Source: an optimization exercise on an open RTL-to-GDS flow (aim: small area, a short achievable clock period and few clock cycles per item). Production flows keep margins and buffers that such runs may drop. No run shown here included a check of the RTL's function; only the layout flow was run.

<file path="config.mk">
export PLATFORM = sky130hd
export DESIGN_NAME = sha256_stream_core
export DESIGN_NICKNAME = sha256_stream_core
export VERILOG_FILES = /design/flow/design.v
export SDC_FILE = /design/flow/constraint.sdc
export NUM_CORES = 4
export LEC_CHECK = 0
export CAP_MARGIN = 20
export CORE_MARGIN = 2
export CORE_UTILIZATION = 40
export CTS_BUF_LIST = sky130_fd_sc_hd__clkbuf_8
export CTS_CLUSTER_DIAMETER = 60
export CTS_CLUSTER_SIZE = 12
export SETUP_SLACK_MARGIN = 3.5
export SLEW_MARGIN = 20
export TNS_END_PERCENT = 1
</file>
<file path="standard.sh">
#!/bin/bash
# synth_recipe.tcl (not shown) runs the flow's synth.tcl, then flattens the netlist and writes it again
# the make line also repeats each setting of config.mk as NAME=value (left out here)
make -C /OpenROAD-flow-scripts/flow DESIGN_CONFIG=/design/flow/config.mk WORK_HOME=/design/flow/orfs CLKGATE_MAP_FILE= SYNTH_SCRIPT=/design/flow/synth_recipe.tcl "${@:-finish}"
</file>
<file path="constraint.sdc">
create_clock -name core_clock -period 8.0 [get_ports {clk}]
set_input_delay 1.6000 -clock core_clock [delete_from_list [all_inputs] [get_ports {clk}]]
set_output_delay 1.6000 -clock core_clock [all_outputs]
set_load 0.01 [all_outputs]
</file>
<file path="design.v">
module sha256_stream_core (
    input  logic         clk,
    input  logic         rst,
    input  logic         valid_in,
    output logic         ready_in,
    input  logic         first_in,
    input  logic         last_in,
    input  logic [511:0] data_in,
    output logic [255:0] data_out,
    output logic         valid_out,
    output logic         busy
);
    localparam logic [31:0] IV0 = 32'h6a09e667;
    localparam logic [31:0] IV1 = 32'hbb67ae85;
    localparam logic [31:0] IV2 = 32'h3c6ef372;
    localparam logic [31:0] IV3 = 32'ha54ff53a;
    localparam logic [31:0] IV4 = 32'h510e527f;
    localparam logic [31:0] IV5 = 32'h9b05688c;
    localparam logic [31:0] IV6 = 32'h1f83d9ab;
    localparam logic [31:0] IV7 = 32'h5be0cd19;
    localparam logic [31:0] K0  = 32'h428a2f98;
    localparam logic [31:0] Y_IV = IV7 + K0;         
    localparam logic [31:0] Z_IV = IV3 + IV7 + K0;   
    function automatic logic [31:0] k_next(input logic [5:0] idx);
        case (idx)
            6'd0: k_next = 32'h71374491;
            6'd1: k_next = 32'hb5c0fbcf;
            6'd2: k_next = 32'he9b5dba5;
            6'd3: k_next = 32'h3956c25b;
            6'd4: k_next = 32'h59f111f1;
            6'd5: k_next = 32'h923f82a4;
            6'd6: k_next = 32'hab1c5ed5;
            6'd7: k_next = 32'hd807aa98;
            6'd8: k_next = 32'h12835b01;
            6'd9: k_next = 32'h243185be;
            6'd10: k_next = 32'h550c7dc3;
            6'd11: k_next = 32'h72be5d74;
            6'd12: k_next = 32'h80deb1fe;
            6'd13: k_next = 32'h9bdc06a7;
            6'd14: k_next = 32'hc19bf174;
            6'd15: k_next = 32'he49b69c1;
            6'd16: k_next = 32'hefbe4786;
            6'd17: k_next = 32'h0fc19dc6;
            6'd18: k_next = 32'h240ca1cc;
            6'd19: k_next = 32'h2de92c6f;
            6'd20: k_next = 32'h4a7484aa;
            6'd21: k_next = 32'h5cb0a9dc;
            6'd22: k_next = 32'h76f988da;
            6'd23: k_next = 32'h983e5152;
            6'd24: k_next = 32'ha831c66d;
            6'd25: k_next = 32'hb00327c8;
            6'd26: k_next = 32'hbf597fc7;
            6'd27: k_next = 32'hc6e00bf3;
            6'd28: k_next = 32'hd5a79147;
            6'd29: k_next = 32'h06ca6351;
            6'd30: k_next = 32'h14292967;
            6'd31: k_next = 32'h27b70a85;
            6'd32: k_next = 32'h2e1b2138;
            6'd33: k_next = 32'h4d2c6dfc;
            6'd34: k_next = 32'h53380d13;
            6'd35: k_next = 32'h650a7354;
            6'd36: k_next = 32'h766a0abb;
            6'd37: k_next = 32'h81c2c92e;
            6'd38: k_next = 32'h92722c85;
            6'd39: k_next = 32'ha2bfe8a1;
            6'd40: k_next = 32'ha81a664b;
            6'd41: k_next = 32'hc24b8b70;
            6'd42: k_next = 32'hc76c51a3;
            6'd43: k_next = 32'hd192e819;
            6'd44: k_next = 32'hd6990624;
            6'd45: k_next = 32'hf40e3585;
            6'd46: k_next = 32'h106aa070;
            6'd47: k_next = 32'h19a4c116;
            6'd48: k_next = 32'h1e376c08;
            6'd49: k_next = 32'h2748774c;
            6'd50: k_next = 32'h34b0bcb5;
            6'd51: k_next = 32'h391c0cb3;
            6'd52: k_next = 32'h4ed8aa4a;
            6'd53: k_next = 32'h5b9cca4f;
            6'd54: k_next = 32'h682e6ff3;
            6'd55: k_next = 32'h748f82ee;
            6'd56: k_next = 32'h78a5636f;
            6'd57: k_next = 32'h84c87814;
            6'd58: k_next = 32'h8cc70208;
            6'd59: k_next = 32'h90befffa;
            6'd60: k_next = 32'ha4506ceb;
            6'd61: k_next = 32'hbef9a3f7;
            6'd62: k_next = 32'hc67178f2;
            6'd63: k_next = 32'h428a2f98;
            default: k_next = 32'h0;
        endcase
    endfunction
    function automatic logic [31:0] bsig0(input logic [31:0] x);
        bsig0 = {x[1:0], x[31:2]} ^ {x[12:0], x[31:13]} ^ {x[21:0], x[31:22]};
    endfunction
    function automatic logic [31:0] bsig1(input logic [31:0] x);
        bsig1 = {x[5:0], x[31:6]} ^ {x[10:0], x[31:11]} ^ {x[24:0], x[31:25]};
    endfunction
    function automatic logic [31:0] ssig0(input logic [31:0] x);
        ssig0 = {x[6:0], x[31:7]} ^ {x[17:0], x[31:18]} ^ {3'b0, x[31:3]};
    endfunction
    function automatic logic [31:0] ssig1(input logic [31:0] x);
        ssig1 = {x[16:0], x[31:17]} ^ {x[18:0], x[31:19]} ^ {10'b0, x[31:10]};
    endfunction
    function automatic logic [31:0] maj(input logic [31:0] x, input logic [31:0] y,
                                        input logic [31:0] z);
        maj = (x & y) | (x & z) | (y & z);
    endfunction
    function automatic logic [63:0] csa(input logic [31:0] x, input logic [31:0] y,
                                        input logic [31:0] z);
        logic [31:0] s, c, m;
        s = x ^ y ^ z;
        m = maj(x, y, z);
        c = {m[30:0], 1'b0};
        csa = {c, s};
    endfunction
    function automatic logic [31:0] add32(input logic [31:0] x, input logic [31:0] y);
        logic [31:0] p, g, gg, pp, gn, pn;
        p = x ^ y;
        for (int i = 0; i < 32; i++) g[i] = p[i] ? 1'b0 : x[i];    
        gg = g;
        pp = p;
        for (int d = 1; d < 32; d = d * 2) begin
            for (int i = 0; i < 32; i++) begin
                if (i >= d) begin
                    gn[i] = pp[i] ? gg[i - d] : gg[i];
                    pn[i] = pp[i] & pp[i - d];
                end else begin
                    gn[i] = gg[i];
                    pn[i] = pp[i];
                end
            end
            gg = gn;
            pp = pn;
        end
        add32 = p ^ {gg[30:0], 1'b0};
    endfunction
    logic [5:0]   cnt_q;        
    logic         run_q;        
    logic         ready_q;      
    logic         busy_q;
    logic         last_q;
    logic         valid_q;
    logic         gsel_q;       
    logic         c61_q;        
    logic         c62_q;        
    logic         c63_q;        
    logic         chain_iv_q;   
    logic         base_iv_q;    
    logic [255:0] dout_q;
    logic [31:0]  a_q, b_q, c_q, d_q, e_q, f_q, g_q, h_q;
    logic [31:0]  y_q;          
    logic [31:0]  z_q;          
    logic [31:0]  w_q [16];     
    logic [31:0]  ha_q [4];     
    logic [31:0]  he_q [4];     
    logic accept;
    logic done;                 
    logic ivsel;                
    logic [5:0] cnt_d;
    logic       run_d;
    assign accept    = ready_q & valid_in & ~rst;
    assign done      = c63_q;
    assign ivsel     = first_in | (chain_iv_q & ~run_q);
    assign ready_in  = ready_q;
    assign busy      = busy_q;
    assign valid_out = valid_q;
    assign data_out  = dout_q;
    logic [31:0] base0, base4;
    assign base0 = base_iv_q ? IV0 : ha_q[0];
    assign base4 = base_iv_q ? IV4 : he_q[0];
    logic [31:0] s1, ch, s0, mj, wt;
    logic [63:0] t1c, t2c, l2, l3, e2;
    logic [31:0] a_new, e_new;
    always_comb begin
        wt  = w_q[0];
        s1  = bsig1(e_q);
        ch  = (e_q & f_q) ^ (~e_q & g_q);
        s0  = bsig0(a_q);
        mj  = maj(a_q, b_q, c_q);
        t1c = csa(wt, s1, ch);
        t2c = csa(y_q, s0, mj);
        l2  = csa(t1c[31:0], t1c[63:32], t2c[31:0]);
        l3  = csa(l2[31:0], l2[63:32], t2c[63:32]);
        a_new = add32(l3[31:0], l3[63:32]);
        e2  = csa(t1c[31:0], t1c[63:32], z_q);
        e_new = add32(e2[31:0], e2[63:32]);
    end
    logic [63:0] w1, w2;
    logic [31:0] w_new;
    always_comb begin
        w1 = csa(w_q[0], w_q[9], ssig0(w_q[1]));
        w2 = csa(w1[31:0], w1[63:32], ssig1(w_q[14]));
        w_new = w2[31:0] + w2[63:32];
    end
    logic [31:0] op_g, op_c, kn, m0, m4;
    logic [63:0] y2, z2, z3;
    logic [31:0] y_calc, z_calc;
    always_comb begin
        op_g = gsel_q ? he_q[3] : g_q;
        op_c = gsel_q ? ha_q[3] : c_q;
        kn   = k_next(cnt_q);
        m0   = c62_q ? base0 : 32'h0;
        m4   = c62_q ? base4 : 32'h0;
        y2   = csa(op_g, kn, m0);
        y_calc = y2[31:0] + y2[63:32];
        z2   = csa(op_g, kn, op_c);
        z3   = csa(z2[31:0], z2[63:32], m4);
        z_calc = z3[31:0] + z3[63:32];
    end
    logic [31:0] ff_a, ff_e;
    always_comb begin
        logic [31:0] sa, se, xa, xe;
        if (c61_q) begin
            sa = base_iv_q ? IV3 : ha_q[3];
            se = base_iv_q ? IV7 : he_q[3];
        end else if (c62_q) begin
            sa = base_iv_q ? IV2 : ha_q[2];
            se = base_iv_q ? IV6 : he_q[2];
        end else begin
            sa = base_iv_q ? IV1 : ha_q[1];
            se = base_iv_q ? IV5 : he_q[1];
        end
        xa = run_q ? a_q : 32'h0;
        xe = run_q ? e_q : 32'h0;
        ff_a = sa + xa;
        ff_e = se + xe;
    end
    always_ff @(posedge clk) begin
        if (ready_q) begin
            for (int i = 0; i < 16; i++) w_q[i] <= data_in[511 - 32*i -: 32];
        end else begin
            for (int i = 0; i < 15; i++) w_q[i] <= w_q[i + 1];
            w_q[15] <= w_new;
        end
        a_q <= (ready_q && (ivsel || !run_q)) ? (ivsel ? IV0 : ha_q[0]) : a_new;
        e_q <= (ready_q && (ivsel || !run_q)) ? (ivsel ? IV4 : he_q[0]) : e_new;
        if (ready_q && ivsel) begin
            b_q <= IV1; c_q <= IV2; d_q <= IV3;
            f_q <= IV5; g_q <= IV6; h_q <= IV7;
        end else begin
            if (ready_q) begin
                b_q <= ff_a;
                c_q <= ha_q[2];
                d_q <= ha_q[3];
                f_q <= ff_e;
                g_q <= he_q[2];
                h_q <= he_q[3];
            end else begin
                b_q <= a_q; c_q <= b_q; d_q <= c_q;
                f_q <= e_q; g_q <= f_q; h_q <= g_q;
            end
        end
        y_q <= (ready_q && ivsel) ? Y_IV : y_calc;
        z_q <= (ready_q && ivsel) ? Z_IV : z_calc;
        if (c61_q) begin
            ha_q[3] <= ff_a; he_q[3] <= ff_e;
        end
        if (c62_q) begin
            ha_q[2] <= ff_a; he_q[2] <= ff_e;
        end
        if (c63_q) begin
            ha_q[1] <= ff_a; he_q[1] <= ff_e;
            ha_q[0] <= a_new; he_q[0] <= e_new;
        end
    end
    always_comb begin
        if (rst) cnt_d = 6'd63;
        else if (accept) cnt_d = 6'd0;
        else if (ready_q) cnt_d = 6'd63;
        else cnt_d = cnt_q + 6'd1;
        if (rst) run_d = 1'b0;
        else if (accept) run_d = 1'b1;
        else if (ready_q) run_d = 1'b0;
        else run_d = run_q;
    end
    always_ff @(posedge clk) begin
        cnt_q   <= cnt_d;
        ready_q <= (cnt_d == 6'd63);
        busy_q  <= (cnt_d != 6'd63);
        gsel_q  <= (cnt_d == 6'd63);
        run_q   <= run_d;
        c61_q   <= run_d && cnt_d == 6'd61;
        c62_q   <= run_d && cnt_d == 6'd62;
        c63_q   <= run_d && cnt_d == 6'd63;
        if (rst) begin
            valid_q    <= 1'b0;
            dout_q     <= '0;
            chain_iv_q <= 1'b1;
            base_iv_q  <= 1'b0;
        end else begin
            valid_q <= done & last_q;
            if (done & last_q)
                dout_q <= {a_new, ff_a, ha_q[2], ha_q[3], e_new, ff_e, he_q[2], he_q[3]};
            if (done)
                chain_iv_q <= 1'b0;
            if (accept) begin
                last_q    <= last_in;
                base_iv_q <= ivsel;
            end else if (ready_q) begin
                base_iv_q <= 1'b0;
            end
        end
    end
endmodule
</file>
<file path="flow/run.sh">
#!/bin/bash
set -o pipefail
export BUFFER_PORTS_ARGS="-buffer_cell sky130_fd_sc_hd__buf_1"
bash standard.sh > standard_flow.log 2>&1
</file>
==> results.txt, run 1 <==
status timing/DRC/antenna clean; Final setup viols 0; TNS Setup 0 ps; clock latency (worst-skew pair) 1050 ps; Slew HR 0.178; synth-to-layout area growth 15.3%; share of flip-flops with an asynchronous set or reset 0; FP Rows 152; top-area cell type share of the netlist area 0.310; Non-Filler Instances 10.0k; synth top area cells dfxtp_1 31%, edfxtp_1 11%, fa_1 8.7%, mux2_2 8.2%, xnor2_1 4.5%; EDFF count, synth 257; Die ar. 176000 um2; measured slew at the worst slew-check pin 1220 ps; Inserted Clock Buffers 155; Placeable Area 172000 um2; register area share after synthesis 0.421; gr usage total 0.344; via count 57.0k; Mapped Cells 6898; final hold violations 0; root buf cell clkbuf_8; Worst-path clk slew 90 ps; Syn Nets 7951; most common cell after layout, fill and taps aside dfxtp_1; fin crit period 5270 ps; Yosys warnings 4; count of cell types in the netlist 95; DR vias/cell 5.69; initial antenna violation count 48; area leader, netlist dfxtp_1; 1st-pass router iterations 6; RSZ-0062 raised after global routing yes; Yosys reg bits 1328; WP data required 8770 ps; gr ovfl total 0; Worst EP arrival 6040 ps; Antenna Nets Post-Route 0; IO buf count 775; crit share post-route 0.659; post-layout util 0.465; CTS sink count 1328; H-tree depth 4; DP Wirelength 243 mm; initial core utilization 0.403; final clock skew 94.4 ps; Max Slew Vio Count 0; Hold WC Path Type flop to flop; pin count of the biggest net entering global routing 185; mean post-synth cell area 10.0 um2; layout net count 8625; hold buffer count at cts 0; mapped cell area 69200 um2; WL final 310 mm; CTS tree yes; Crit. End Element flop; die width 420 um; GP Congestion 1.06; first-pass GRT wire length 425 mm; CP startpoint kind flop; placed cells 9645; Synth Flop Type dfxtp_1; number of DRC markers in iteration 0 6242; clk buf depth 3; Crit Path Class flop to flop; wire per inst 30.9 um; DRC 0; # Max-Cap Violations 0; commonest non-fill, non-tap cells in the layout 1007 x dfxtp_1, 774 x buf_1, 747 x nand2_1; vias in the first global route 55.2k; share of cells above drive strength 1 0.158; Crit Path Max Fanout 9; Die Ht 420 um; Max Freq 190 MHz; Ports 776
==> repair_timing <==
item / CTS / global route
endpoints found under the setup margin: 400 / 378
resized for setup: 291 / 54
buffers inserted: 57 / 15
cloned: 8 / 0
pin swaps: 48 / 27
==> logic make-up (layout without fill, tap and decap cells) <==
| family | count (synthesis) | count (layout) | synth area share |
|---|---|---|---|
| AND/OR/NAND/NOR | 1616 | 1616 | 0.103 |
| AO/OA/AOI/OAI | 1335 | 1335 | 0.119 |
| flip-flops | 1328 | 1328 | 0.421 |
| buffers and inverters | 848 | 1628 | 0.0472 |
| multiplexers | 720 | 720 | 0.113 |
| adder cells (fa/ha/maj) | 576 | 576 | 0.135 |
| XOR/XNOR | 475 | 475 | 0.0608 |
| other | 0 | 26 | 0 |
==> critical path: stages, from the launching register on <==
cell,delay [ps]
dfxtp_1,320
buf_4,210
mux2i_4,410
fa_1,470
inv_1,210
fa_1,470
fa_1,440
ha_4,360
and3_4,210
nand2_1,60
or4b_4,540
o21ai_2,210
o21ai_2,110
a221oi_4,430
maj3_2,290
xor2_2,200
inv_1,60
==> final cells by class <==
class	count	area, um2
Timing Repair Buffer	932	4540
Fill cell	16500	91900
Multi-Input combinational cell	4722	38300
Clock buffer	160	2200
Clock inverter	103	888
Inverter	433	1630
Sequential cell	1328	29300
Tap cell	2310	2890
Antenna cell	26	65.1
==> stage by stage <==
| stage | hold WS [ps] | worst slack (ps) | cell area [um2] |
|---|---|---|---|
| after floorplan | 434 | 3370 | 69600 |
| after global placement | 436 | 1750 | 74300 |
| after detailed placement | 440 | 1750 | 74300 |
| after CTS | 432 | 2840 | 79400 |
| after global routing | 452 | 2650 | 79800 |
| final | 426 | 2730 | 79800 |
==> path summary, 6_finish.rpt <==
| path | start | to | slack, ps | cells after the start |
|---|---|---|---|---|
| hold / removal | w_q[2][6]$_DFF_P_ | w_q[1][6]$_DFF_P_ | 430 | 1 |
| setup / recovery | e_q[19]$_DFF_P_ | ha_q[0][31]$_DFFE_PP_ | 2730 | 16 |
| hold reg to reg | w_q[2][6]$_DFF_P_ | w_q[1][6]$_DFF_P_ | 430 | 1 |
| setup reg to reg | e_q[19]$_DFF_P_ | ha_q[0][31]$_DFFE_PP_ | 2730 | 16 |
==> synth_stat cells (22+ instances only) <==
master / instances
a211oi_1: 52
a21o_1: 84
a21oi_1: 489
a22o_1: 22
a31oi_1: 53
and2_1: 87
and3_1: 37
buf_1: 40
clkbuf_1: 353
dfxtp_1: 1071
edfxtp_1: 257
fa_1: 302
ha_1: 234
inv_1: 431
maj3_1: 40
mux2_2: 502
mux2i_1: 218
nand2_1: 749
nand2b_1: 67
nand3_1: 83
nor2_1: 403
nor2b_1: 36
nor3_1: 60
o211ai_1: 35
o21a_1: 31
o21ai_0: 309
o21bai_1: 22
o22a_1: 29
xnor2_1: 359
xor2_1: 112
==> routing by layer <==
metal  vias to the layer above  part of all wire  global-route usage
met3                       669             0.090              0.0842
met2                      2945              0.45               0.541
met1                     28400              0.40               0.441
li1                      24900                 -                   -
met4                        26             0.058               0.167
met5                         -           0.00054                   0
==> state kept, by name (all words and copies together) (netlist names), 6 cells and up <==
| signal | count |
|---|---|
| w_q | 512 |
| dout_q | 256 |
| ha_q | 128 |
| he_q | 128 |
| a_q | 32 |
| b_q | 32 |
| c_q | 32 |
| e_q | 32 |
| f_q | 32 |
| g_q | 32 |
| kn | 32 |
| y_q | 32 |
| z_q | 32 |
| cnt_q | 6 |
==> run 2, diff against run 1 <==
--- a/design.v
+++ b/design.v
@@ -116,22 +116,10 @@
     endfunction
-    function automatic logic [31:0] add32(input logic [31:0] x, input logic [31:0] y);
-        logic [31:0] p, g, gg, pp, gn, pn;
-        p = x ^ y;
-        for (int i = 0; i < 32; i++) g[i] = p[i] ? 1'b0 : x[i];    
-        gg = g;
-        pp = p;
-        for (int d = 1; d < 32; d = d * 2) begin
-            for (int i = 0; i < 32; i++) begin
-                if (i >= d) begin
-                    gn[i] = pp[i] ? gg[i - d] : gg[i];
-                    pn[i] = pp[i] & pp[i - d];
-                end else begin
-                    gn[i] = gg[i];
-                    pn[i] = pp[i];
-                end
-            end
-            gg = gn;
-            pp = pn;
-        end
-        add32 = p ^ {gg[30:0], 1'b0};
+    function automatic logic [31:0] add_cs(input logic [31:0] x, input logic [31:0] y);
+        logic [16:0] lo;
+        logic [15:0] hi0;
+        logic [16:0] hi1;
+        lo  = {1'b0, x[15:0]} + {1'b0, y[15:0]};
+        hi0 = x[31:16] + y[31:16];
+        hi1 = {x[31:16], 1'b1} + {y[31:16], 1'b1};           
+        add_cs = {lo[16] ? hi1[16:1] : hi0, lo[15:0]};
     endfunction
@@ -184,5 +172,5 @@
         l3  = csa(l2[31:0], l2[63:32], t2c[63:32]);
-        a_new = add32(l3[31:0], l3[63:32]);
+        a_new = add_cs(l3[31:0], l3[63:32]);
         e2  = csa(t1c[31:0], t1c[63:32], z_q);
-        e_new = add32(e2[31:0], e2[63:32]);
+        e_new = add_cs(e2[31:0], e2[63:32]);
     end
--- a/config.mk
+++ b/config.mk
@@ -7,3 +7,3 @@
 export LEC_CHECK = 0
-export CAP_MARGIN = 20
+export CAP_MARGIN = 10
 export CORE_MARGIN = 2
@@ -14,3 +14,3 @@
 export SETUP_SLACK_MARGIN = 3.5
-export SLEW_MARGIN = 20
+export SLEW_MARGIN = 10
 export TNS_END_PERCENT = 1
==> results.txt, run 2 <==
wire per inst 28.8 um (-6.9%); DP Area 73400 um2 (-1.2%); worst r2r src e_q[11]$_DFF_P_; most numerous cell in the Yosys netlist dfxtp_1; list of most frequent post-synthesis cells 1071 x dfxtp_1, 743 x nand2_1, 509 x mux2_2; share of flip-flops with an asynchronous set or reset 0 (unchanged); post-layout util 0.460 (-0.00523); pin count of the biggest net entering global routing 173 (-6.5%); WL final 281 mm (-9.4%); Crit. End Element flop; register-to-register setup slack 2910 ps (+180 ps); DP Wirelength 219 mm (-10%); Mapped Cells 6738 (-2.3%); final clock skew 58.7 ps (-35.7 ps); via count 54.1k (-5.0%); Die ar. 175000 um2 (-0.99%); initial core utilization 0.403 (about the same); max reg flops 512 (unchanged); root buf cell clkbuf_8; Synth Flop Type dfxtp_1; vias in the first global route 52.4k (-5.1%); Post-Synth XOR/XNOR Area 0.0597 (-0.00117); worst hold start w_q[11][31]$_DFF_P_; gr usage total 0.311 (-0.0328); critical-path cell list mux2_2 > fa_1 > inv_1 > fa_1 > inv_1 > ha_1 > and4_1 > and3_1 > nand4_1 > and3_1 > o41a_1 > nor2_1 > nor2_2 > o21ai_2 > xor2_2 > a22o_1; initial antenna violation count 20 (-58%); CP max stage cell fa_1; first-pass GRT wire length 388 mm (-8.8%); status timing/DRC/antenna clean; DR vias/cell 5.56 (-2.4%); most common cell after layout, fill and taps aside dfxtp_1; mean post-synth cell area 10.2 um2 (+1.3%); Crit Path Class flop to flop; layout net count 8470 (-1.8%); final hold violations 0 (unchanged); crit share post-route 0.636 (-0.0228); # Max-Cap Violations 0 (unchanged); mux contribution to synthesized area 0.114 (+0.000400); IO buf count 775 (unchanged); Hold EP w_q[10][31]$_DFF_P_; clk buf depth 3 (unchanged); DRC 0 (unchanged); die width 418 um (-0.50%); 1st-pass router iterations 6 (unchanged); Yosys warnings 4 (unchanged); Top reg by flops w_q; FP Rows 151 (-0.66%); adder-cell share of the synthesized area 0.138 (+0.00280); CP startpoint kind flop; TNS Setup 0 ps (unchanged); Largest regs w_q: 512 flops, dout_q: 256 flops; Yosys reg bits 1328 (unchanged); Post-Synth Simple-Gate Area 0.0938 (-0.00903); Worst EP arrival 5970 ps (-70 ps); Reg-to-Reg End e_q[27]$_DFF_P_; share of cells above drive strength 1 0.143 (-0.0145); Final setup viols 0 (unchanged); Syn Nets 7796 (-1.9%); Worst-path clk slew 80 ps (about the same); Max Slew Vio Count 0 (unchanged); synth top area cells dfxtp_1 31%, edfxtp_1 11%, fa_1 8.9%, mux2_2 8.4%, xnor2_1 4.6%; area leader, netlist dfxtp_1; synth-to-layout area growth 13.9%; largest family of logic cells by synthesized area adder cells; Hold WC Path Type flop to flop; count of cell types in the netlist 91 (-4.2%); final instance area 78100 um2 (-2.2%); top-area cell type share of the netlist area 0.313 (+0.00314); register area share after synthesis 0.425 (+0.00428); max incr delay on CP 550 ps (about the same); Placeable Area 170000 um2 (-1.1%); GP Congestion 0.982 (-7.6%); CTS tree yes; commonest non-fill, non-tap cells in the layout 1010 x dfxtp_1, 774 x buf_1, 740 x nand2_1; Ports 776 (unchanged); Antenna Nets Post-Route 0 (unchanged); WP data required 8880 ps (+110 ps); Inserted Clock Buffers 154 (-0.65%); H-tree depth 4 (unchanged); R2R cell count 16 (unchanged); Die Ht 418 um (-0.50%); Worst Hold Depth 1 (unchanged); measured slew at the worst slew-check pin 1080 ps (-139 ps); CTS sink count 1328 (unchanged); Max Freq 196 MHz (+3.6%); Slew HR 0.277 (+0.0984); clock latency (worst-skew pair) 970 ps (-80 ps); Synth Area in Compound Gates 0.124 (+0.00446); RSZ-0062 raised after global routing yes; Crit Path Max Fanout 7 (-2); mapped cell area 68500 um2 (-1.0%); EDFF count, synth 257 (unchanged); number of DRC markers in iteration 0 5098 (-18%); fin crit period 5090 ps (-182 ps); gr ovfl total 0 (unchanged)
[run 2: cell types whose count changed after synthesis, moves of 11 or more]
cell / previous run / this run
nor2_1: 403 / 331
mux2i_1: 218 / 205
o22ai_1: 20 / 8
a31oi_1: 53 / 39
o21ai_0: 309 / 271
o21a_1: 31 / 48
o21bai_1: 22 / 37
nand3b_1: 13 / 1
nand3_1: 83 / 61
clkbuf_1: 353 / 336
a21o_1: 84 / 105
buf_1: 40 / 51
o2bb2ai_1: 1 / 12
[run 2: what timing repair did]
item	in CTS	in global routing
setup buffers	39	30
pin swaps	25	33
hold buffers	0	0
gates cloned	4	2
resized for setup	153	72
setup endpoints to repair	368	369
[run 2: routing by layer]
metal / vias up / track usage / routed length, um
met2: 2517 / 0.527 / 135000
met5: - / 0 / 58
li1: 24300 / - / -
met3: 535 / 0.0609 / 21800
met1: 26700 / 0.376 / 107000
met4: 2 / 0.153 / 16700
[run 2: logic make-up (layout without fill, tap and decap cells)]
kind of cell	Yosys count	count (layout)
flip-flops	1328	1328
AND/OR/NAND/NOR	1475	1475
buffers and inverters	828	1601
adder cells (fa/ha/maj)	583	583
AO/OA/AOI/OAI	1344	1344
multiplexers	714	714
XOR/XNOR	466	466
other	0	13
[run 2: per-stage QoR]
step,hold WS [ps],setup WS (ps),instances
floorplan,434,3280,6738
global placement,436,2240,9399
detailed placement,442,2280,9399
CTS,435,2910,9697
global route,453,2780,9734
finish,440,2910,9742
[run 2: how the worst max path moves through the flow]
stage	startpoint	to	slack (ps)	depth (start not counted)
finish	e_q[11]$_DFF_P_	e_q[27]$_DFF_P_	2910	16
global route	e_q[27]$_DFF_P_	a_q[31]$_DFF_P_	2780	21
CTS	a_q[4]$_DFF_P_	a_q[30]$_DFF_P_	2910	21
detailed placement	rst	kn[31]$_DFF_P_	2280	10
global placement	c61_q$_DFF_P_	he_q[2][30]$_DFFE_PP_	2240	17
floorplan	a_q[4]$_DFF_P_	a_q[28]$_DFF_P_	3280	18
[run 2: area by class of cell]
class,instances,area (um2)
Tap cell,2218,2780
Antenna cell,13,32.5
Clock buffer,159,2190
Clock inverter,96,754
Fill cell,16300,91800
Multi-Input combinational cell,4582,37000
Inverter,433,1630
Timing Repair Buffer,913,4380
Sequential cell,1328,29300
[run 2: worst max-delay path, delay by kind of cell, from the launching register on]
family | cells | cell delay (ps)
adders and majority gates | 3 | 1440
and+or+nand+nor | 6 | 1350
AOI/OAI and AO/OA | 3 | 920
DFF | 1 | 420
muxes | 1 | 380
xor gates and xnor gates | 1 | 340
buffers and inverters | 2 | 160
==> run 3, diff against run 2 <==
--- a/design.v
+++ b/design.v
@@ -22,3 +22,2 @@
     localparam logic [31:0] Y_IV = IV7 + K0;         
-    localparam logic [31:0] Z_IV = IV3 + IV7 + K0;   
     function automatic logic [31:0] k_next(input logic [5:0] idx);
@@ -116,11 +115,2 @@
     endfunction
-    function automatic logic [31:0] add_cs(input logic [31:0] x, input logic [31:0] y);
-        logic [16:0] lo;
-        logic [15:0] hi0;
-        logic [16:0] hi1;
-        lo  = {1'b0, x[15:0]} + {1'b0, y[15:0]};
-        hi0 = x[31:16] + y[31:16];
-        hi1 = {x[31:16], 1'b1} + {y[31:16], 1'b1};           
-        add_cs = {lo[16] ? hi1[16:1] : hi0, lo[15:0]};
-    endfunction
     logic [5:0]   cnt_q;        
@@ -132,2 +122,3 @@
     logic         gsel_q;       
+    logic         c0_q;         
     logic         c61_q;        
@@ -140,3 +131,3 @@
     logic [31:0]  y_q;          
-    logic [31:0]  z_q;          
+    logic [31:0]  dlt_q;        
     logic [31:0]  w_q [16];     
@@ -159,4 +150,4 @@
     assign base4 = base_iv_q ? IV4 : he_q[0];
-    logic [31:0] s1, ch, s0, mj, wt;
-    logic [63:0] t1c, t2c, l2, l3, e2;
+    logic [31:0] s1, ch, s0, mj, wt, m4;
+    logic [63:0] p, r, l2, l3, q, m2, m3;
     logic [31:0] a_new, e_new;
@@ -168,9 +159,12 @@
         mj  = maj(a_q, b_q, c_q);
-        t1c = csa(wt, s1, ch);
-        t2c = csa(y_q, s0, mj);
-        l2  = csa(t1c[31:0], t1c[63:32], t2c[31:0]);
-        l3  = csa(l2[31:0], l2[63:32], t2c[63:32]);
-        a_new = add_cs(l3[31:0], l3[63:32]);
-        e2  = csa(t1c[31:0], t1c[63:32], z_q);
-        e_new = add_cs(e2[31:0], e2[63:32]);
+        m4  = c63_q ? dlt_q : 32'h0;
+        p   = csa(y_q, wt, ch);
+        r   = csa(s1, s0, mj);
+        l2  = csa(p[31:0], p[63:32], r[31:0]);
+        l3  = csa(l2[31:0], l2[63:32], r[63:32]);
+        a_new = l3[31:0] + l3[63:32];
+        q   = csa(d_q, m4, s1);
+        m2  = csa(p[31:0], p[63:32], q[31:0]);
+        m3  = csa(m2[31:0], m2[63:32], q[63:32]);
+        e_new = m3[31:0] + m3[63:32];
     end
@@ -183,16 +177,11 @@
     end
-    logic [31:0] op_g, op_c, kn, m0, m4;
-    logic [63:0] y2, z2, z3;
-    logic [31:0] y_calc, z_calc;
+    logic [31:0] op_g, kn, m0;
+    logic [63:0] p1;
+    logic [31:0] y_calc;
     always_comb begin
         op_g = gsel_q ? he_q[3] : g_q;
-        op_c = gsel_q ? ha_q[3] : c_q;
         kn   = k_next(cnt_q);
         m0   = c62_q ? base0 : 32'h0;
-        m4   = c62_q ? base4 : 32'h0;
-        y2   = csa(op_g, kn, m0);
-        y_calc = y2[31:0] + y2[63:32];
-        z2   = csa(op_g, kn, op_c);
-        z3   = csa(z2[31:0], z2[63:32], m4);
-        z_calc = z3[31:0] + z3[63:32];
+        p1   = csa(op_g, kn, m0);
+        y_calc = p1[31:0] + p1[63:32];
     end
@@ -207,2 +196,5 @@
             se = base_iv_q ? IV6 : he_q[2];
+        end else if (c0_q) begin
+            sa = base_iv_q ? IV1 : ha_q[1];
+            se = ~base4;
         end else begin
@@ -212,3 +204,3 @@
         xa = run_q ? a_q : 32'h0;
-        xe = run_q ? e_q : 32'h0;
+        xe = c0_q ? base0 : (run_q ? e_q : 32'h0);
         ff_a = sa + xa;
@@ -228,3 +220,5 @@
             f_q <= IV5; g_q <= IV6; h_q <= IV7;
-        end else begin
+            y_q <= Y_IV;
+        end else begin
+            y_q <= y_calc;
             if (ready_q) begin
@@ -241,4 +235,3 @@
         end
-        y_q <= (ready_q && ivsel) ? Y_IV : y_calc;
-        z_q <= (ready_q && ivsel) ? Z_IV : z_calc;
+        if (c0_q) dlt_q <= ~ff_e;
         if (c61_q) begin
@@ -270,2 +263,3 @@
         run_q   <= run_d;
+        c0_q    <= run_d && cnt_d == 6'd0;
         c61_q   <= run_d && cnt_d == 6'd61;
==> results.txt, run 3 <==
status timing/DRC/antenna clean; Max Slew Vio Count 0 (unchanged); WP data required 8910 ps (+30 ps); fin crit period 5080 ps (-13.9 ps); register-to-register setup slack 2920 ps (about the same); Crit Path Class flop to flop; measured slew at the worst slew-check pin 1380 ps (+296 ps); final hold violations 0 (unchanged); Die Ht 418 um (+0.13%); most common cell after layout, fill and taps aside dfxtp_1; die width 418 um (+0.13%); Inserted Clock Buffers 151 (-1.9%); layout net count 8435 (-0.41%); clk buf depth 3 (unchanged); Antenna Nets Post-Route 0 (unchanged); Largest regs w_q: 512 flops, dout_q: 256 flops; max reg flops 512 (unchanged); Yosys warnings 4 (unchanged); Crit Path Max Fanout 4 (-3); area occupied by registers 30300 um2 (+3.5%); post-layout util 0.459 (-0.000710); root buf cell clkbuf_8; RSZ-0062 raised after global routing yes; Worst EP arrival 5980 ps (about the same); CP startpoint kind flop; gr ovfl total 0 (unchanged); WL final 288 mm (+2.6%); Yosys reg bits 1361 (+2.5%); Mapped Cells 6730 (-0.12%); Syn Nets 7761 (-0.45%); EDFF count, synth 289 (+12%); # Max-Cap Violations 0 (unchanged); initial antenna violation count 19 (-5.0%); synth-to-layout area growth 14.3%; DP Wirelength 222 mm (+1.8%); Placeable Area 171000 um2 (+0.77%); DRC 0 (unchanged); Fillers 16.5k (+1.2%); share of cells above drive strength 1 0.155 (+0.0119); Final setup viols 0 (unchanged); final clock skew 72.6 ps (+13.9 ps); critical-path cell list xor2_4 > xnor2_2 > buf_6 > fa_1 > fa_1 > inv_1 > fa_1 > inv_1 > fa_1 > nor2b_1 > o21a_1 > o21ai_1 > a311oi_4 > buf_4 > o21ai_4 > nand3b_1 > xor2_1 > nand2_1 > a21oi_1; commonest non-fill, non-tap cells in the layout 1007 x dfxtp_1, 790 x nand2_1, 774 x buf_1; Ports 776 (unchanged); vias in the first global route 52.3k (-0.22%); Top reg by flops w_q; cell mode on critical path fa_1; max incr delay on CP 570 ps (+20 ps); top-area cell type share of the netlist area 0.312 (-0.000558); gr usage total 0.319 (+0.00842); Die ar. 175000 um2 (+0.27%); GP Congestion 1.01 (+2.6%); Final WS setup 2920 ps (+13.9 ps); FP Rows 152 (+0.66%); first-pass GRT wire length 397 mm (+2.4%); CTS sink count 1361 (+2.5%); synth top area cells dfxtp_1 31%, edfxtp_1 13%, fa_1 8.9%, mux2_2 8.4%, nand2_1 4.4%; wire per inst 29.6 um (+2.5%); Crit. End Element flop; area of the multi-input gates 36800 um2 (-0.48%); crit share post-route 0.634 (-0.00174); H-tree depth 4 (unchanged); mapped cell area 68700 um2 (+0.27%); mean post-synth cell area 10.2 um2 (+0.39%); most numerous cell in the Yosys netlist dfxtp_1; initial core utilization 0.401 (-0.00201); clock latency (worst-skew pair) 1010 ps (+40 ps); list of most frequent post-synthesis cells 1072 x dfxtp_1, 799 x nand2_1, 514 x mux2_2; register area share after synthesis 0.439 (+0.0131); count of cell types in the netlist 93 (+2.2%); via count 55.1k (+1.8%); share of flip-flops with an asynchronous set or reset 0 (unchanged); area leader, netlist dfxtp_1; Hold WC Path Type flop to flop; worst hold margin 441 ps (+1.19 ps); number of DRC markers in iteration 0 6643 (+30%); DR vias/cell 5.65 (+1.7%); pin count of the biggest net entering global routing 183 (+5.8%); Post-Place Setup Slack 2120 ps (-157 ps); CP max stage cell fa_1; Slew HR 0.0763 (-0.200); Synth Flop Type dfxtp_1; CTS tree yes; Max Freq 197 MHz (+0.27%); TNS Setup 0 ps (unchanged); Worst-path clk slew 90 ps (about the same); 1st-pass router iterations 7 (+1); hold buffer count at cts 0 (unchanged); IO buf count 775 (unchanged)
run 3: changes by cell type after synthesis, moves of 27 or more:
cell and change:
clkbuf_1 +27, a211oi_1 +30, xnor2_1 -80, nand2b_1 -44, edfxtp_1 +32, o22ai_1 +31, maj3_1 -39, o21ai_0 +29
and2_1 -44, nand2_1 +56, mux2i_1 -34, inv_1 -40, ha_1 -30
run 3: repair_timing:
item,in CTS,in global routing
endpoints found under the setup margin,473,392
buffers inserted,53,20
gates resized for setup,255,53
hold endpoints to repair,0,0
pin swaps,61,29
run 3: stage by stage:
| stage | instances | area, um2 |
|---|---|---|
| global placement | 9411 | 73600 |
| floorplan | 6730 | 68800 |
| finish | 9747 | 78600 |
| CTS | 9716 | 78100 |
| detailed placement | 9411 | 73600 |
| global route | 9738 | 78500 |
run 3: per-layer routing:
layer / global-route usage / vias up / wire (um)
met5: 0 / - / 132
met4: 0.127 / 12 / 12800
met3: 0.0793 / 448 / 28200
met2: 0.448 / 2765 / 119000
met1: 0.466 / 27300 / 128000
li1: - / 24500 / -
run 3: worst paths after layout:
path              cells after the start               start                       end
setup / recovery                     19     e_q[28]$_DFF_P_  dout_q[118]$_SDFFE_PP0P_
hold / removal                        1  w_q[6][22]$_DFF_P_        w_q[5][22]$_DFF_P_
setup reg to reg                     19     e_q[28]$_DFF_P_  dout_q[118]$_SDFFE_PP0P_
hold reg to reg                       1  w_q[6][22]$_DFF_P_        w_q[5][22]$_DFF_P_
run 3: logic make-up (layout without fill, tap and decap cells):
| logic type | after synthesis | in the layout | share of synthesized area |
|---|---|---|---|
| AO/OA/AOI/OAI | 1457 | 1457 | 0.135 |
| XOR/XNOR | 412 | 412 | 0.0527 |
| adder cells (fa/ha/maj) | 517 | 517 | 0.128 |
| buffers and inverters | 802 | 1575 | 0.0438 |
| flip-flops | 1361 | 1361 | 0.439 |
| multiplexers | 685 | 685 | 0.109 |
| other | 0 | 11 | 0 |
| AND/OR/NAND/NOR | 1496 | 1496 | 0.0933 |
run 3: layout make-up:
type                       instances  share of cell area
inverter                         399              0.0192
clock inverter                    95             0.00863
antenna                           11            0.000350
tap                             2233              0.0356
multi-input combinational       4567               0.469
sequential                      1361               0.386
clock buffer                     157              0.0275
timing repair buffer             924              0.0539
run 3: worst max-delay path: cells and delay by family, from the launching register on:
family | cells | cell delay, ps
buf+inv | 4 | 460
xor+xnor | 3 | 760
compound gates | 5 | 940
simple gates | 3 | 430
flops | 1 | 440
fa+ha+maj | 4 | 1930
==> run 4, diff against run 3 <==
==> run.sh (new file) <==
#!/bin/bash
# synth_recipe.tcl (not shown) runs the flow's synth.tcl, then flattens the netlist and writes it again
# the make line also repeats each setting of config.mk as NAME=value (left out here)
make -C /OpenROAD-flow-scripts/flow DESIGN_CONFIG=/design/flow/config.mk WORK_HOME=/design/flow/orfs CLKGATE_MAP_FILE= SYNTH_SCRIPT=/design/flow/synth_recipe.tcl finish
==> config.mk (replaced) <==
export PLATFORM = sky130hd
export DESIGN_NAME = sha256_stream_core
export DESIGN_NICKNAME = sha256_stream_core
export VERILOG_FILES = /design/flow/design.v
export SDC_FILE = /design/flow/constraint.sdc
export NUM_CORES = 4
export LEC_CHECK = 0
export CAP_MARGIN = 20
export CORE_MARGIN = 2
export CORE_UTILIZATION = 55
export SETUP_SLACK_MARGIN = 4.5
export SLEW_MARGIN = 20
removed: flow/run.sh
removed: standard.sh
==> results.txt, run 4 <==
share of flip-flops with an asynchronous set or reset 0 (unchanged); CTS sink count 1361 (unchanged); clk buf depth 3 (unchanged); DR WL met2 119 mm (about the same); DP Wirelength 198 mm (-11%); Max Freq 198 MHz (+0.60%); Crit Path Class flop to flop; H-tree depth 4 (unchanged); Synth Area in Compound Gates 0.135 (unchanged); Worst Hold Depth 1 (unchanged); crit share post-route 0.631 (-0.00377); Hold WC Path Type flop to flop; gr usage total 0.425 (+0.106); Largest regs w_q: 512 flops, dout_q: 256 flops; Syn Nets 7761 (unchanged); count of cell types in the netlist 93 (unchanged); Die ar. 128000 um2 (-27%); mapped cell area 68700 um2 (unchanged); Yosys warnings 4 (unchanged); TNS Setup 0 ps (unchanged); Post-Synth Simple-Gate Area 0.0933 (unchanged); pin count of the biggest net entering global routing 179 (-2.2%); synth-to-layout area growth 36.5%; mux contribution to synthesized area 0.109 (unchanged); IO buf count 775 (unchanged); Inserted Clock Buffers 146 (-3.3%); most numerous cell in the Yosys netlist dfxtp_1; commonest non-fill, non-tap cells in the layout 983 x dfxtp_1, 772 x clkdlybuf4s50_1, 734 x nand2_1; CP startpoint kind flop; Ports 776 (unchanged); adder-cell share of the synthesized area 0.128 (unchanged); status timing/DRC/antenna clean; wire per inst 30.0 um (+1.5%); register-to-register setup slack 2950 ps (+30 ps); hold buffer count at cts 0 (unchanged); DR vias/cell 6.27 (+11%); measured slew at the worst slew-check pin 1150 ps (-233 ps); RSZ-0062 raised after global routing yes; fin crit period 5050 ps (-30.2 ps); Placeable Area 124000 um2 (-28%); final instance area 93800 um2 (+19%); Crit. End Element flop; clock latency (worst-skew pair) 820 ps (-190 ps); worst r2r src e_q[6]$_DFF_P_; Worst EP arrival 5770 ps (-210 ps); DR WL met3 40.8 mm (+44%); Post-Synth XOR/XNOR Area 0.0527 (unchanged); Worst-path clk slew 60 ps (-30 ps); EDFF count, synth 289 (unchanged); WL final 288 mm (-0.13%); Max Slew Vio Count 0 (unchanged); worst hold margin 451 ps (+9.81 ps); Hold EP w_q[6][28]$_DFF_P_; share of cells above drive strength 1 0.282 (+0.126); Die Ht 357 um (-15%); Slew HR 0.235 (+0.158); final clock skew 41.3 ps (-31.3 ps); max layer used met5; first-pass GRT wire length 391 mm (-1.4%); Antenna Nets Post-Route 0 (unchanged); FP Rows 129 (-15%); Crit Path Max Fanout 4 (unchanged); Synth Flop Type dfxtp_1; Reg-to-Reg End dout_q[125]$_SDFFE_PP0P_; initial core utilization 0.555 (+0.154); DRC 0 (unchanged); GP Congestion 1.04 (+3.5%); via count 60.1k (+9.0%); Post-Route M1 WL 110 mm (-14%); Top reg by flops w_q; synth top area cells dfxtp_1 31%, edfxtp_1 13%, fa_1 8.9%, mux2_2 8.4%, nand2_1 4.4%; CTS tree yes; top-area cell type share of the netlist area 0.312 (unchanged); vias in the first global route 55.6k (+6.4%); area leader, netlist dfxtp_1; most common cell after layout, fill and taps aside dfxtp_1; layout net count 8847 (+4.9%); mean post-synth cell area 10.2 um2 (unchanged); number of DRC markers in iteration 0 8147 (+23%); gr ovfl total 0 (unchanged); Final setup viols 0 (unchanged); initial antenna violation count 35 (+16); root buf cell clkbuf_16; max reg flops 512 (unchanged); register area share after synthesis 0.439 (unchanged); final hold violations 0 (unchanged); R2R cell count 17 (-2); Yosys reg bits 1361 (unchanged); 1st-pass router iterations 10 (+3); WP data required 8730 ps (-180 ps); worst hold start w_q[7][28]$_DFF_P_; list of most frequent post-synthesis cells 1072 x dfxtp_1, 799 x nand2_1, 514 x mux2_2; DP Area 78500 um2 (+6.5%); # Max-Cap Violations 0 (unchanged); die width 357 um (-15%); Mapped Cells 6730 (unchanged); largest family of logic cells by synthesized area compound AO/OA/AOI/OAI gates
[run 4: layer usage]
layer  track usage  vias up
met2         0.601     4530
met1         0.586    29000
met3         0.143     1047
met4         0.200       28
li1              -    25400
met5             0        -
[run 4: stage by stage]
| stage | setup WS [ps] | util | instances |
|---|---|---|---|
| floorplan | 2530 | - | 6730 |
| global placement | 2440 | 0.634 | 8802 |
| detailed placement | 2340 | 0.634 | 8802 |
| CTS | 3170 | 0.731 | 9399 |
| global route | 2850 | 0.757 | 9578 |
| finish | 2950 | 0.757 | 9587 |
[run 4: worst max-delay path: stages, from the launching register on]
cell and delay (ps):
dfxtp_4 450, buf_4 160, mux2i_2 310, fa_2 590, fa_1 540, inv_1 70
fa_1 460, ha_1 430, o21a_1 230, o21ai_2 320, nor3_4 80, o21bai_4 270
a21oi_4 130, buf_6 170, nor2_4 170, o31ai_4 110, a311o_1 330, a21oi_1 110
[run 4: worst max path at each step]
stage,from,end,slack [ps],cells after the start
3_3_place_gp,e_q[28]$_DFF_P_,e_q[31]$_DFF_P_,2440,16
2_1_floorplan,c63_q$_DFF_P_,e_q[31]$_DFF_P_,2530,17
5_1_grt,e_q[12]$_DFF_P_,e_q[31]$_DFF_P_,2850,17
4_1_cts,e_q[28]$_DFF_P_,e_q[31]$_DFF_P_,3170,18
6_report,e_q[6]$_DFF_P_,dout_q[125]$_SDFFE_PP0P_,2950,17
3_5_place_dp,e_q[28]$_DFF_P_,he_q[0][27]$_DFFE_PP_,2340,16
[run 4: timing repair]
item / CTS / global route
gates cloned: 11 / 2
endpoints found under the setup margin: 858 / 479
gates resized for setup: 876 / 421
pin swaps: 322 / 269
endpoints found under the hold margin: 0 / 0
setup buffers: 324 / 165
[run 4: cell type report]
type | count | area (um2)
Multi-Input combinational cell | 4568 | 41400
Antenna cell | 20 | 50.0
Clock inverter | 62 | 556
Timing Repair Buffer | 1339 | 13600
Clock buffer | 200 | 4130
Fill cell | 8274 | 30000
Timing Repair inverter | 1 | 6.26
Sequential cell | 1361 | 30400
Tap cell | 1637 | 2050
Inverter | 399 | 1570
[run 4: cell families after synthesis]
| group | count (synthesis) |
|---|---|
| buf+inv | 802 |
| compound gates | 1457 |
| xor+xnor | 412 |
| fa+ha+maj | 517 |
| simple gates | 1496 |
| flops | 1361 |
| mux | 685 |
==> run 5, diff against run 4 <==
--- a/design.v
+++ b/design.v
@@ -21,3 +21,2 @@
     localparam logic [31:0] K0  = 32'h428a2f98;
-    localparam logic [31:0] Y_IV = IV7 + K0;         
     function automatic logic [31:0] k_next(input logic [5:0] idx);
@@ -130,3 +129,3 @@
     logic [31:0]  a_q, b_q, c_q, d_q, e_q, f_q, g_q, h_q;
-    logic [31:0]  y_q;          
+    logic [31:0]  dw_q;         
     logic [31:0]  dlt_q;        
@@ -150,7 +149,6 @@
     assign base4 = base_iv_q ? IV4 : he_q[0];
-    logic [31:0] s1, ch, s0, mj, wt, m4;
-    logic [63:0] p, r, l2, l3, q, m2, m3;
+    logic [31:0] s1, ch, s0, mj, m4;
+    logic [63:0] p, l2, l3, q, q2, q3;
     logic [31:0] a_new, e_new;
     always_comb begin
-        wt  = w_q[0];
         s1  = bsig1(e_q);
@@ -160,11 +158,10 @@
         m4  = c63_q ? dlt_q : 32'h0;
-        p   = csa(y_q, wt, ch);
-        r   = csa(s1, s0, mj);
-        l2  = csa(p[31:0], p[63:32], r[31:0]);
-        l3  = csa(l2[31:0], l2[63:32], r[63:32]);
+        p   = csa(dw_q, ch, mj);
+        l2  = csa(p[31:0], p[63:32], s1);
+        l3  = csa(l2[31:0], l2[63:32], s0);
         a_new = l3[31:0] + l3[63:32];
-        q   = csa(d_q, m4, s1);
-        m2  = csa(p[31:0], p[63:32], q[31:0]);
-        m3  = csa(m2[31:0], m2[63:32], q[63:32]);
-        e_new = m3[31:0] + m3[63:32];
+        q   = csa(dw_q, ch, d_q);
+        q2  = csa(q[31:0], q[63:32], s1);
+        q3  = csa(q2[31:0], q2[63:32], m4);
+        e_new = q3[31:0] + q3[63:32];
     end
@@ -177,11 +174,13 @@
     end
-    logic [31:0] op_g, kn, m0;
-    logic [63:0] p1;
-    logic [31:0] y_calc;
-    always_comb begin
-        op_g = gsel_q ? he_q[3] : g_q;
+    logic [31:0] op_g, op_w, kn, m0;
+    logic [63:0] p1, p2;
+    logic [31:0] dw_calc;
+    always_comb begin
+        op_g = gsel_q ? (ivsel ? IV7 : he_q[3]) : g_q;
+        op_w = gsel_q ? data_in[511:480] : w_q[1];
         kn   = k_next(cnt_q);
         m0   = c62_q ? base0 : 32'h0;
-        p1   = csa(op_g, kn, m0);
-        y_calc = p1[31:0] + p1[63:32];
+        p1   = csa(op_g, kn, op_w);
+        p2   = csa(p1[31:0], p1[63:32], m0);
+        dw_calc = p2[31:0] + p2[63:32];
     end
@@ -220,5 +219,3 @@
             f_q <= IV5; g_q <= IV6; h_q <= IV7;
-            y_q <= Y_IV;
-        end else begin
-            y_q <= y_calc;
+        end else begin
             if (ready_q) begin
@@ -235,2 +232,3 @@
         end
+        dw_q <= dw_calc;
         if (c0_q) dlt_q <= ~ff_e;
==> results.txt, run 5 <==
FP Rows 129 (unchanged); hold buffer count at cts 0 (unchanged); Die ar. 127000 um2 (-0.34%); final clock skew 48.4 ps (+7.09 ps); share of flip-flops with an asynchronous set or reset 0 (unchanged); Yosys warnings 4 (unchanged); first-pass GRT wire length 432 mm (+10%); RSZ-0062 raised after global routing yes; commonest non-fill, non-tap cells in the layout 978 x dfxtp_1, 753 x clkdlybuf4s50_1, 727 x nand2_1; Inserted Clock Buffers 143 (-2.1%); Die Ht 357 um (-0.17%); CTS sink count 1361 (unchanged); root buf cell clkbuf_16; Crit. End Element flop; worst r2r src e_q[3]$_DFF_P_; Ports 776 (unchanged); register-to-register setup slack 2280 ps (-680 ps); gr ovfl total 0 (unchanged); H-tree depth 4 (unchanged); max reg flops 512 (unchanged); R2R cell count 18 (+1); status timing/DRC/antenna clean; Reg-to-Reg End dout_q[108]$_SDFFE_PP0P_; via count 64.0k (+6.5%); initial core utilization 0.554 (-0.00121); count of cell types in the netlist 86 (-7.5%); Crit Path Class flop to flop; crit share post-route 0.715 (+0.0845); # Max-Cap Violations 0 (unchanged); GP Congestion 1.04 (-0.77%); WP data required 8770 ps (+40 ps); number of DRC markers in iteration 0 9778 (+20%); TNS Setup 0 ps (unchanged); most common cell after layout, fill and taps aside dfxtp_1; vias in the first global route 60.4k (+8.6%); mapped cell area 68500 um2 (-0.35%); post-layout util 0.784 (+0.0263); Placeable Area 124000 um2 (-0.13%); worst hold start w_q[5][4]$_DFF_P_; die width 357 um (-0.17%); Worst EP arrival 6490 ps (+720 ps); synth-to-layout area growth 41.5%; Final setup viols 0 (unchanged); Worst Hold Depth 1 (unchanged); Mapped Cells 6836 (+1.6%); clock latency (worst-skew pair) 850 ps (+30 ps); Synth Flop Type dfxtp_1; 1st-pass router iterations 13 (+3); Max Freq 175 MHz (-12%); most numerous cell in the Yosys netlist dfxtp_1; DP Wirelength 217 mm (+9.2%); Largest regs w_q: 512 flops, dout_q: 256 flops; WL final 328 mm (+14%); mean post-synth cell area 10.0 um2 (-1.9%); Syn Nets 7871 (+1.4%); Hold WC Path Type flop to flop; CP startpoint kind flop; list of most frequent post-synthesis cells 1072 x dfxtp_1, 805 x nand2_1, 591 x a21oi_1; Antenna Nets Post-Route 0 (unchanged); measured slew at the worst slew-check pin 1340 ps (+188 ps); DRC 0 (unchanged); gr usage total 0.476 (+0.0506); CTS tree yes; fin crit period 5720 ps (+676 ps); DR vias/cell 6.52 (+4.1%); clk buf depth 3 (unchanged); pin count of the biggest net entering global routing 122 (-32%); register area share after synthesis 0.440 (+0.00153); top-area cell type share of the netlist area 0.313 (+0.00109); Top reg by flops w_q; IO buf count 775 (unchanged); worst hold margin 446 ps (-5.11 ps); Yosys reg bits 1361 (unchanged); share of cells above drive strength 1 0.303 (+0.0214); layout net count 9035 (+2.1%); Worst-path clk slew 80 ps (+20 ps); wire per inst 33.5 um (+12%); EDFF count, synth 289 (unchanged); area leader, netlist dfxtp_1; Crit. Startpoint e_q[3]$_DFF_P_; initial antenna violation count 64 (+83%); final hold violations 0 (unchanged); synth top area cells dfxtp_1 31%, edfxtp_1 13%, fa_1 9.1%, mux2_2 8.0%, nand2_1 4.4%; Slew HR 0.106 (-0.128); Crit Path Max Fanout 5 (+1); CP endpoint dout_q[108]$_SDFFE_PP0P_; Max Slew Vio Count 0 (unchanged)
## run 5: changes by cell type in the layout (fill, tap and decap cells not counted), moves of 50 or more
cell | previous run | this run
a21oi_1 | 375 | 445
buf_6 | 144 | 209
inv_1 | 343 | 404
mux2_2 | 510 | 460
mux2i_1 | 155 | 18
nor2_1 | 286 | 347
o2bb2ai_1 | 1 | 65
xnor2_1 | 164 | 231
## run 5: per-layer routing
metal,GRT usage,part of all wire,vias up
li1,-,-,25900
met1,0.560,0.33,30800
met2,0.707,0.42,5492
met3,0.174,0.14,1773
met4,0.364,0.10,45
met5,0.0104,0.0021,-
## run 5: logic make-up after synthesis
family / synth area share
and+or+nand+nor: 0.0950
adders and majority gates: 0.129
xor gates and xnor gates: 0.0540
muxes: 0.0872
DFF: 0.440
AOI/OAI and AO/OA: 0.146
buffers and inverters: 0.0484
## run 5: layout make-up
type | count | area [um2]
well taps | 1637 | 2050
repair buffers | 1432 | 14900
flip-flops and latches | 1361 | 30400
inverters | 468 | 1810
clock inverters | 66 | 843
multi-input cells | 4594 | 42700
diodes | 55 | 138
clock buffers | 195 | 4030
fillers | 7421 | 26700
## run 5: worst min-delay path by stage
stage | endpoint | slack, ps
floorplan | g_q[20]$_SDFF_PP0_ | 430
global placement | w_q[7][31]$_DFF_P_ | 440
detailed placement | w_q[14][3]$_DFF_P_ | 440
CTS | w_q[4][4]$_DFF_P_ | 450
global route | w_q[4][4]$_DFF_P_ | 460
finish | w_q[4][4]$_DFF_P_ | 450
## run 5: repair_timing
item                                    in CTS  in global routing
resized for setup                         1075                517
endpoints found under the setup margin     603                568
setup buffers                              381                186
pin swaps                                  371                345
cloned                                      18                  5
## run 5: worst max-delay path: stages, from the launching register on
cell and delay, ps:
dfxtp_4 510, mux2i_4 370, fa_1 510, fa_1 520
fa_1 620, inv_2 60, ha_4 310, o21ai_2 100
o21ai_1 670, or3b_4 560, buf_6 150, buf_6 100
buf_6 120, nand2_8 70, a21o_1 170, a21oi_4 100
xnor2_4 410, nand2_1 130, a21oi_1 130
## run 5: metrics by stage
step / std cells / cell area, um2 / worst slack, ps
2_1_floorplan: 6836 / 70600 / 2860
6_report: 9808 / 96900 / 2280
5_1_grt: 9787 / 96800 / 2420
4_1_cts: 9562 / 92700 / 3190
3_5_place_dp: 8902 / 79000 / 1450
3_3_place_gp: 8902 / 79000 / 1560
==> run 6, diff against run 5 <==
--- a/design.v
+++ b/design.v
@@ -108,7 +108,29 @@
                                         input logic [31:0] z);
-        logic [31:0] s, c, m;
-        s = x ^ y ^ z;
-        m = maj(x, y, z);
+        logic [31:0] s, c, m, t;
+        t = x ^ y;
+        s = t ^ z;
+        for (int i = 0; i < 32; i++) m[i] = t[i] ? z[i] : x[i];    
         c = {m[30:0], 1'b0};
         csa = {c, s};
+    endfunction
+    function automatic logic [31:0] add32(input logic [31:0] x, input logic [31:0] y);
+        logic [31:0] p, g, gg, pp, gn, pn;
+        p = x ^ y;
+        for (int i = 0; i < 32; i++) g[i] = p[i] ? 1'b0 : x[i];    
+        gg = g;
+        pp = p;
+        for (int d = 1; d < 32; d = d * 2) begin
+            for (int i = 0; i < 32; i++) begin
+                if (i >= d) begin
+                    gn[i] = pp[i] ? gg[i - d] : gg[i];
+                    pn[i] = pp[i] & pp[i - d];
+                end else begin
+                    gn[i] = gg[i];
+                    pn[i] = pp[i];
+                end
+            end
+            gg = gn;
+            pp = pn;
+        end
+        add32 = p ^ {gg[30:0], 1'b0};
     endfunction
@@ -161,3 +183,3 @@
         l3  = csa(l2[31:0], l2[63:32], s0);
-        a_new = l3[31:0] + l3[63:32];
+        a_new = add32(l3[31:0], l3[63:32]);
         q   = csa(dw_q, ch, d_q);
@@ -165,3 +187,3 @@
         q3  = csa(q2[31:0], q2[63:32], m4);
-        e_new = q3[31:0] + q3[63:32];
+        e_new = add32(q3[31:0], q3[63:32]);
     end
--- a/config.mk
+++ b/config.mk
@@ -9,3 +9,3 @@
 export CORE_MARGIN = 2
-export CORE_UTILIZATION = 55
+export CORE_UTILIZATION = 40
 export SETUP_SLACK_MARGIN = 4.5
==> results.txt, run 6 <==
Final setup viols 0 (unchanged); Top reg by flops w_q; placed cells 10.3k (+15%); most numerous cell in the Yosys netlist dfxtp_1; count of cell types in the netlist 86 (unchanged); initial antenna violation count 37 (-42%); mapped cell area 72300 um2 (+5.6%); Antenna Nets Post-Route 0 (unchanged); Die Ht 429 um (+20%); most common cell after layout, fill and taps aside dfxtp_1; Inserted Clock Buffers 155 (+8.4%); H-tree depth 4 (unchanged); FP Rows 156 (+21%); CP startpoint kind flop; commonest non-fill, non-tap cells in the layout 971 x dfxtp_1, 789 x nand2_1, 756 x clkdlybuf4s50_1; met1 usage 0.458 (-0.102); WL final 350 mm (+6.5%); Worst-path clk slew 60 ps (-20 ps); IO buf count 775 (unchanged); layout net count 9363 (+3.6%); measured slew at the worst slew-check pin 1190 ps (-142 ps); area leader, netlist dfxtp_1; fin crit period 4890 ps (-832 ps); Syn Nets 8207 (+4.3%); Slew HR 0.201 (+0.0950); Final WS setup 3110 ps (+832 ps); RSZ-0062 raised after global routing yes; Post-Place Setup Slack 1770 ps (+327 ps); DP Area 83300 um2 (+5.6%); vias in the first global route 61.7k (+2.2%); final hold violations 0 (unchanged); TNS Setup 0 ps (unchanged); met3 Resource Use GR 0.0810 (-0.0930); CTS tree yes; area occupied by registers 30400 um2 (about the same); Max Freq 205 MHz (+17%); gr ovfl total 0 (unchanged); Crit Path Max Fanout 6 (+1); max reg flops 512 (unchanged); EDFF count, synth 289 (unchanged); GP Congestion 1.01 (-2.5%); Fillers 15.5k (+110%); DRC 0 (unchanged); 1st-pass router iterations 8 (-5); Yosys warnings 4 (unchanged); Hold WC Path Type flop to flop; Crit. End Element flop; Synth Flop Type dfxtp_1; GRT met2 Usage 0.563 (-0.144); GR peak layer met2; number of DRC markers in iteration 0 6858 (-30%); hold buffer count at cts 0 (unchanged); final clock skew 32.9 ps (-15.5 ps); Crit Path Class flop to flop; top-area cell type share of the netlist area 0.297 (-0.0166); Largest regs w_q: 512 flops, dout_q: 256 flops; mean post-synth cell area 9.67 um2 (-3.5%); list of most frequent post-synthesis cells 1072 x dfxtp_1, 838 x nand2_1, 589 x nor2_1; synth-to-layout area growth 39.6%; CTS sink count 1361 (unchanged); gr usage total 0.362 (-0.114); Ports 776 (unchanged); synth top area cells dfxtp_1 30%, edfxtp_1 12%, mux2_2 8.2%, xnor2_1 7.0%, nand2_1 4.4%; crit share post-route 0.611 (-0.104); final instance area 101000 um2 (+4.2%); Die ar. 184000 um2 (+45%); first-pass GRT wire length 474 mm (+9.6%); root buf cell clkbuf_16; Mapped Cells 7479 (+9.4%); DR vias/cell 5.80 (-11%); Max Slew Vio Count 0 (unchanged); area of the multi-input gates 46700 um2 (+9.5%); Worst EP arrival 5470 ps (-1020 ps); clk buf depth 3 (unchanged); via count 64.6k (+1.0%); share of cells above drive strength 1 0.295 (-0.00847); # Max-Cap Violations 0 (unchanged); initial core utilization 0.401 (-0.153); WP data required 8580 ps (-190 ps); share of flip-flops with an asynchronous set or reset 0 (unchanged); clock latency (worst-skew pair) 840 ps (about the same); status timing/DRC/antenna clean; Non-Filler Instances 11.2k (+14%); pin count of the biggest net entering global routing 184 (+51%); DP Wirelength 253 mm (+17%); wire per inst 31.4 um (-6.3%); Placeable Area 180000 um2 (+46%); post-layout util 0.560 (-0.223); Yosys reg bits 1361 (unchanged); die width 429 um (+20%); register area share after synthesis 0.417 (-0.0233)
run 6: worst paths after layout:
path              cells after the start                     to                from  slack, ps
setup / recovery                     18  ha_q[0][26]$_DFFE_PP_      a_q[1]$_DFF_P_       3110
hold / removal                        1     w_q[3][14]$_DFF_P_  w_q[4][14]$_DFF_P_        440
setup reg to reg                     18  ha_q[0][26]$_DFFE_PP_      a_q[1]$_DFF_P_       3110
hold reg to reg                       1     w_q[3][14]$_DFF_P_  w_q[4][14]$_DFF_P_        440
run 6: worst max-delay path, stage by stage (launching register included):
cell      delay, ps
dfxtp_2         530
maj3_2          370
xor2_2          250
mux2i_1         220
and4_4          270
xnor2_4         130
inv_2            60
ha_4            270
mux2_4          300
and3_4          170
a221o_1         280
a222oi_1        430
o21ai_2         250
buf_4           200
nand3_4          90
nor3_4           60
o41a_1          390
xnor2_4         270
inv_1            70
run 6: cells by family after synthesis:
group           share of synthesized area
compound gates                      0.145
xor+xnor                            0.137
fa+ha+maj                          0.0694
buf+inv                            0.0349
flops                               0.417
mux                                0.0888
simple gates                        0.108
run 6: metrics by stage:
| step | hold WS, ps |
|---|---|
| floorplan | 425 |
| global route | 457 |
| CTS | 437 |
| finish | 436 |
| detailed placement | 440 |
| global placement | 437 |
run 6: layout make-up:
class,instances,share of cell area
Timing Repair inverter,2,0.000136
Sequential cell,1361,0.301
Inverter,210,0.00863
Antenna cell,14,0.000347
Multi-Input combinational cell,5457,0.463
Clock buffer,225,0.0440
Clock inverter,64,0.00767
Timing Repair Buffer,1448,0.146
Tap cell,2370,0.0294
run 6: layer usage:
| layer | wire length [um] | up-vias |
|---|---|---|
| li1 | - | 28500 |
| met4 | 26200 | 8 |
| met5 | 88 | - |
| met2 | 154000 | 3395 |
| met1 | 137000 | 31800 |
| met3 | 32300 | 863 |
run 6: timing repair:
action,4_1_cts,5_1_grt
setup buffers,378,188
endpoints found under the setup margin,713,504
resized for setup,1019,554
cloned,13,0
pin swaps,356,341

[what the ideal ports hide]
No port has a modelled driver above. Below, the same layouts with a new extraction and two added sets of constraints. Step 1 (the two cells are an assumption about what drives the block):
set clk [get_ports {clk}]
set_driving_cell -lib_cell sky130_fd_sc_hd__clkbuf_16 $clk
set_driving_cell -lib_cell sky130_fd_sc_hd__buf_2 [delete_from_list [all_inputs] $clk]
Step 2 times the ports against the registers' clock, not the clock port: input delays grow and output delays shrink by t, the midpoint of the rising clock arrivals with the driver on. a / b / c = ideal ports / drivers / drivers and shift; a / b = the first two.
run	t (ns)	setup slack, ns	hold slack, ns	worst setup path after step 2
run 1	1.096	2.728 / 2.728 / 1.936	0.426 / 0.426 / 0.426	input to register
run 2	1.027	2.910 / 2.910 / 2.085	0.440 / 0.440 / 0.440	input to register
run 3	1.063	2.924 / 2.924 / 2.396	0.441 / 0.441 / 0.441	input to register
run 4	0.883	2.954 / 2.954 / 2.954	0.451 / 0.451 / 0.451	register to register
run 5	0.911	2.278 / 2.278 / 2.278	0.446 / 0.446 / 0.446	register to register
run 6	0.916	3.111 / 3.111 / 2.632	0.436 / 0.436 / 0.436	input to register
After both steps setup and hold are still met in every run listed. The setup slack of run 2, which loses most, moves by 0.000 ns with the drivers and by -0.825 ns with both steps.
